From an optimization exercise on the open Yosys and OpenROAD flow, aimed at small area; shortcuts taken in it are not production practice. The flow treats the clock pin as an ideal source, which a real chip does not have. Power figures rest on the tool's default switching activity, not on a simulated workload.

==> flow/design.v <==
`timescale 1ns/1ps
module image_capture_top (
  input  logic          clk,
  input  logic          mem_reset,
  input  logic          trigger,
  input  logic [15:0]   height,       
  input  logic [28:0]   start_addr,   
  input  logic [25:0]   s_beat,       
  input  logic          s_valid,
  output logic          s_ready,
  output logic          frame_done,
  output logic          skipped,
  output logic          mem_wr_req,
  output logic [156:0]  mem_wr_cmd,   
  input  logic          mem_wr_ack,
  output logic          frame_written
);
  localparam logic [1:0] C_IDLE = 2'd0, C_WAIT = 2'd1, C_STORE = 2'd2;   
  localparam logic [1:0] W_IDLE = 2'd0, W_REQ = 2'd1, W_ACK = 2'd2;     
  logic [1:0]  cap_state;
  logic        armed;
  logic [15:0] line_cnt;
  logic        frame_active;     
  logic [1:0]  slot;
  logic        out_valid;        
  logic [95:0] acc;              
  logic [95:0] ring [16];
  logic [95:0] stage;            
  logic [3:0]  stage_pos;        
  logic [3:0]  tail_pos;         
  logic [15:0] head_oh;          
  logic [4:0]  count;
  logic [95:0] head;             
  logic [1:0]  wr_state;
  logic        active_q;
  logic [28:0] wr_addr;
  logic sof, eol;
  logic fwd, pix_ready, pix_fire, line_last;
  logic push_ready, push_fire, pop_valid, pop_fire;
  logic writer_idle, frame_start, drained, word_done;
  logic [1:0] slot_idx;
  assign sof = s_beat[1];
  assign eol = s_beat[0];
  assign fwd       = (cap_state == C_STORE) || ((cap_state == C_WAIT) && sof);
  assign pix_ready = !out_valid || push_ready;
  assign s_ready   = fwd ? pix_ready : 1'b1;
  assign pix_fire  = s_valid && fwd && pix_ready;
  logic [16:0] line_inc;
  assign line_inc  = {1'b0, line_cnt} + 17'd1;
  assign line_last = line_inc[16] || ((line_inc[15:0] >= height) && (height != 16'd0));
  assign slot_idx  = sof ? 2'd0 : slot;
  assign word_done = pix_fire && (slot_idx == 2'd3);
  assign push_ready = !count[4];                
  assign push_fire  = out_valid && push_ready;
  assign pop_valid  = (count != 5'd0);
  assign pop_fire   = (wr_state == W_ACK) && mem_wr_ack;   
  assign writer_idle = (wr_state == W_IDLE);
  assign frame_start = frame_active && !active_q;
  assign drained     = !frame_active && !pop_valid && (slot == 2'd0) && !out_valid;
  always_ff @(posedge clk or posedge mem_reset) begin
    if (mem_reset) begin
      cap_state    <= C_IDLE;
      armed        <= 1'b0;
      frame_done   <= 1'b0;
      skipped      <= 1'b0;
    end else begin
      frame_done <= 1'b0;
      skipped    <= 1'b0;
      if (trigger) armed <= 1'b1;
      if (cap_state == C_IDLE) begin
        if (armed && writer_idle) begin
          cap_state <= C_WAIT;
          armed     <= trigger;
        end
        if (s_valid && sof) skipped <= 1'b1;
      end else if (pix_fire) begin
        cap_state <= C_STORE;
        if (eol && line_last) begin
          cap_state  <= C_IDLE;
          frame_done <= 1'b1;
        end
      end
    end
  end
  assign frame_active = cap_state[1];
  always_ff @(posedge clk) begin
    if (cap_state == C_IDLE) line_cnt <= '0;
    else if (pix_fire && eol) line_cnt <= line_inc[15:0];
  end
  always_ff @(posedge clk or posedge mem_reset) begin
    if (mem_reset) begin
      slot      <= '0;
      out_valid <= 1'b0;
      tail_pos  <= '0;
      stage_pos <= '0;
      head_oh   <= 16'd1;
      count     <= '0;
    end else begin
      if (pix_fire) slot <= slot_idx + 1'b1;
      if (word_done) out_valid <= 1'b1;
      else if (push_ready) out_valid <= 1'b0;
      tail_pos  <= tail_pos + (push_fire ? 4'd2 : 4'd1);
      stage_pos <= (push_fire ? tail_pos : stage_pos) + 4'd1;
      head_oh   <= pop_fire ? {head_oh[13:0], head_oh[15:14]} : {head_oh[14:0], head_oh[15]};
      case ({push_fire, pop_fire})
        2'b10:   count <= count + 1'b1;
        2'b01:   count <= count - 1'b1;
        default: count <= count;
      endcase
    end
  end
  always_ff @(posedge clk) begin
    if (pix_fire) acc <= {acc[71:0], s_beat[25:2]};
  end
  always_ff @(posedge clk) begin
    if (push_fire) stage <= acc;
  end
  always_ff @(posedge clk) begin
    for (int p = 0; p < 16; p++) begin
      if ((p % 4 == 0) && (stage_pos == 4'(p - 1))) ring[p] <= stage;
      else ring[p] <= ring[(p + 15) % 16];
    end
  end
  always_ff @(posedge clk or posedge mem_reset) begin
    if (mem_reset) begin
      wr_state      <= W_IDLE;
      active_q      <= 1'b0;
      frame_written <= 1'b0;
    end else begin
      active_q      <= frame_active;
      frame_written <= 1'b0;
      case (wr_state)
        W_IDLE: if (frame_start) wr_state <= W_REQ;
        W_REQ: begin
          if (pop_valid) begin
            wr_state <= W_ACK;
          end else if (drained) begin
            frame_written <= 1'b1;
            wr_state      <= W_IDLE;
          end
        end
        W_ACK: begin
          if (mem_wr_ack) wr_state <= W_REQ;
        end
        default: wr_state <= W_IDLE;
      endcase
    end
  end
  assign mem_wr_req = wr_state[1];
  always_ff @(posedge clk) begin
    if ((wr_state == W_IDLE) && frame_start) wr_addr <= start_addr;
    else if (pop_fire) wr_addr <= wr_addr + 29'd8;
  end
  logic [15:0] next_head_oh;     
  logic [4:0]  left;             
  logic [95:0] ring_even;
  assign next_head_oh = pop_fire ? {head_oh[14:0], head_oh[15]} : head_oh;
  assign left         = count - {4'd0, pop_fire};
  always_comb begin
    ring_even = '0;
    for (int i = 0; i < 16; i += 2) ring_even = ring_even | (ring[i] & {96{next_head_oh[i]}});
  end
  always_ff @(posedge clk) begin
    if (left == 5'd1) head <= stage;
    else if (|(next_head_oh & 16'h5555)) head <= ring_even;
  end
  assign mem_wr_cmd = {wr_addr,
                       head[95:72], 8'hff, head[71:48], 8'hff,
                       head[47:24], 8'hff, head[23:0],  8'hff};
endmodule
==> flow/config.mk <==
export PLATFORM = sky130hd
export DESIGN_NAME = image_capture_top
export DESIGN_NICKNAME = image_capture_top
export VERILOG_FILES = /design/flow/design.v
export SDC_FILE = /design/flow/constraint.sdc
export NUM_CORES = 4
export LEC_CHECK = 0
export CAP_MARGIN = 20
export CORE_MARGIN = 2
export CORE_UTILIZATION = 65
export SLEW_MARGIN = 20
==> flow/constraint.sdc <==
create_clock -name core_clock -period 4.5 [get_ports {clk}]
set_input_delay 0.9000 -clock core_clock [delete_from_list [all_inputs] [get_ports {clk}]]
set_output_delay 0.9000 -clock core_clock [all_outputs]
set_load 0.01 [all_outputs]
standard.sh (not shown) runs the stock make flow with config.mk's settings and CLKGATE_MAP_FILE= SYNTH_SCRIPT=/design/flow/synth_recipe.tcl, a recipe that flattens the netlist after the stock synthesis.
==> flow/flow/run.sh <==
#!/bin/bash
# Standard ORFS layout with smaller port buffers, a clock tree without dummy loads,
# and a greedy downsizing pass after CTS (flow/downsize.tcl).
set -euo pipefail
export BUFFER_PORTS_ARGS="-buffer_cell sky130_fd_sc_hd__buf_1"
export CTS_ARGS="-sink_clustering_enable -repair_clock_nets -dont_use_dummy_load -buf_list sky130_fd_sc_hd__clkbuf_8 -sink_clustering_size 20 -sink_clustering_max_diameter 50"
export POST_CTS_TCL="$PWD/flow/downsize.tcl"
bash standard.sh > standard.log 2>&1
==> flow/flow/downsize.tcl <==
# Greedy downsizing after CTS: give each upsized cell the smallest cell of its family
# that keeps the worst setup slack above a margin and every slew and capacitance at
# least 20% inside its limit. Registers keep their type, only the drive changes.
set ds_margin 0.2
if { [info exists ::env(DOWNSIZE_MARGIN)] } { set ds_margin $::env(DOWNSIZE_MARGIN) }
proc ds_smaller { master } {
  if { ![regexp {^(sky130_fd_sc_hd__[a-z0-9]+)_([0-9]+)$} $master -> base drive] } { return {} }
  set area [get_property [get_lib_cells */$master] area]
  set out {}
  foreach d {0 1 2 3 4 6 8 12} {
    if { $d >= $drive } { break }
    set lc [get_lib_cells -quiet */${base}_$d]
    if { [llength $lc] > 0 && [get_property $lc area] < $area } { lappend out ${base}_$d }
  }
  return $out
}
proc ds_ok { margin } {
  if { [sta::worst_slack_cmd max] < [expr {$margin * 1e-9}] } { return 0 }
  if { [sta::max_slew_check_slack_limit] < 0.2 } { return 0 }
  if { [sta::max_capacitance_check_slack_limit] < 0.2 } { return 0 }
  return 1
}
set tried 0
set done 0
foreach inst [get_cells *] {
  set name [get_full_name $inst]
  set master [get_property $inst ref_name]
  if { [regexp {clkbuf|clkinv|clkdly|tap|fill|decap|conb|diode} $master] } { continue }
  if { [string match "clk*" $name] } { continue }
  set cands [ds_smaller $master]
  if { [llength $cands] == 0 } { continue }
  incr tried
  set kept $master
  foreach c $cands {
    replace_cell $name $c
    if { [ds_ok $ds_margin] } { set kept $c; break }
  }
  if { $kept == $master } { replace_cell $name $master } else { incr done }
}
puts "downsize: $done of $tried cells made smaller"
==> next run, changes <==
--- a/flow/design.v
+++ b/flow/design.v
@@ -27,13 +27,13 @@
   logic [95:0] ring [16];
   logic [95:0] stage;            
   logic [3:0]  stage_pos;        
   logic [3:0]  tail_pos;         
   logic [15:0] head_oh;          
   logic [4:0]  count;
-  logic [95:0] head;             
+  logic        count_one;        
   logic [1:0]  wr_state;
   logic        active_q;
   logic [28:0] wr_addr;
   logic sof, eol;
   logic fwd, pix_ready, pix_fire, line_last;
   logic push_ready, push_fire, pop_valid, pop_fire;
@@ -92,23 +92,30 @@
       slot      <= '0;
       out_valid <= 1'b0;
       tail_pos  <= '0;
       stage_pos <= '0;
       head_oh   <= 16'd1;
       count     <= '0;
+      count_one <= 1'b0;
     end else begin
       if (pix_fire) slot <= slot_idx + 1'b1;
       if (word_done) out_valid <= 1'b1;
       else if (push_ready) out_valid <= 1'b0;
       tail_pos  <= tail_pos + (push_fire ? 4'd2 : 4'd1);
       stage_pos <= (push_fire ? tail_pos : stage_pos) + 4'd1;
       head_oh   <= pop_fire ? {head_oh[13:0], head_oh[15:14]} : {head_oh[14:0], head_oh[15]};
       case ({push_fire, pop_fire})
-        2'b10:   count <= count + 1'b1;
-        2'b01:   count <= count - 1'b1;
-        default: count <= count;
+        2'b10: begin
+          count     <= count + 1'b1;
+          count_one <= (count == 5'd0);
+        end
+        2'b01: begin
+          count     <= count - 1'b1;
+          count_one <= (count == 5'd2);
+        end
+        default: ;
       endcase
     end
   end
   always_ff @(posedge clk) begin
     if (pix_fire) acc <= {acc[71:0], s_beat[25:2]};
   end
@@ -148,23 +155,17 @@
   end
   assign mem_wr_req = wr_state[1];
   always_ff @(posedge clk) begin
     if ((wr_state == W_IDLE) && frame_start) wr_addr <= start_addr;
     else if (pop_fire) wr_addr <= wr_addr + 29'd8;
   end
-  logic [15:0] next_head_oh;     
-  logic [4:0]  left;             
-  logic [95:0] ring_even;
-  assign next_head_oh = pop_fire ? {head_oh[14:0], head_oh[15]} : head_oh;
-  assign left         = count - {4'd0, pop_fire};
+  logic [95:0] head;
+  logic        head_in_stage;    
+  assign head_in_stage = count_one;
   always_comb begin
-    ring_even = '0;
-    for (int i = 0; i < 16; i += 2) ring_even = ring_even | (ring[i] & {96{next_head_oh[i]}});
-  end
-  always_ff @(posedge clk) begin
-    if (left == 5'd1) head <= stage;
-    else if (|(next_head_oh & 16'h5555)) head <= ring_even;
+    head = stage & {96{head_in_stage}};
+    for (int i = 0; i < 16; i++) head = head | (ring[i] & {96{head_oh[i] && !head_in_stage}});
   end
   assign mem_wr_cmd = {wr_addr,
                        head[95:72], 8'hff, head[71:48], 8'hff,
                        head[47:24], 8'hff, head[23:0],  8'hff};
 endmodule
Outcome:
- The changed run produced a clean layout
- utilization rose by 2.1 points
- cell area rose by a few percent
- clock skew fell by 0.044 ns
- wire length rose by a quarter to a third
- critical path depth fell by 1
- fmax fell by a few percent
- setup slack gets worse by 0.22 ns
- count of clock-buffer cells in the layout fell by 3
- sequential power fell by well over a third
No run of this note included a check of the RTL's function; only the layout flow was run.

separate check: timing with driven ports:
No port has a modelled driver above. Below, the same layouts with a new extraction and two added sets of constraints.
Step 1 (the two cells are an assumption about what drives the block):
set clk [get_ports {clk}]
set_driving_cell -lib_cell sky130_fd_sc_hd__clkbuf_16 $clk
set_driving_cell -lib_cell sky130_fd_sc_hd__buf_2 [delete_from_list [all_inputs] $clk]
Step 2 adds t to the input delays and takes it off the output delays; t is the mean of the earliest and latest rising clock arrival at the registers after step 1. Input paths then give back, and output paths get back, about the clock's delay inside the block.
Three values: no drivers, after step 1, after step 2; two values: the first two.
run | t (ns) | slack for setup (ns) | clock arrival spread, ns | slew at the worst register clock pin (ns)
the first run | 0.843 | 0.302 / 0.302 / -0.234 | 0.121 / 0.121 | 0.11 / 0.11
the second run | 0.854 | 0.083 / 0.020 / 0.874 | 0.096 / 0.096 | 0.12 / 0.12
With both steps, setup timing fails in the first run, where it was met with ideal ports. For the first run, which loses most, drivers alone change the setup slack by 0.000 ns; drivers and shift together by -0.536 ns.
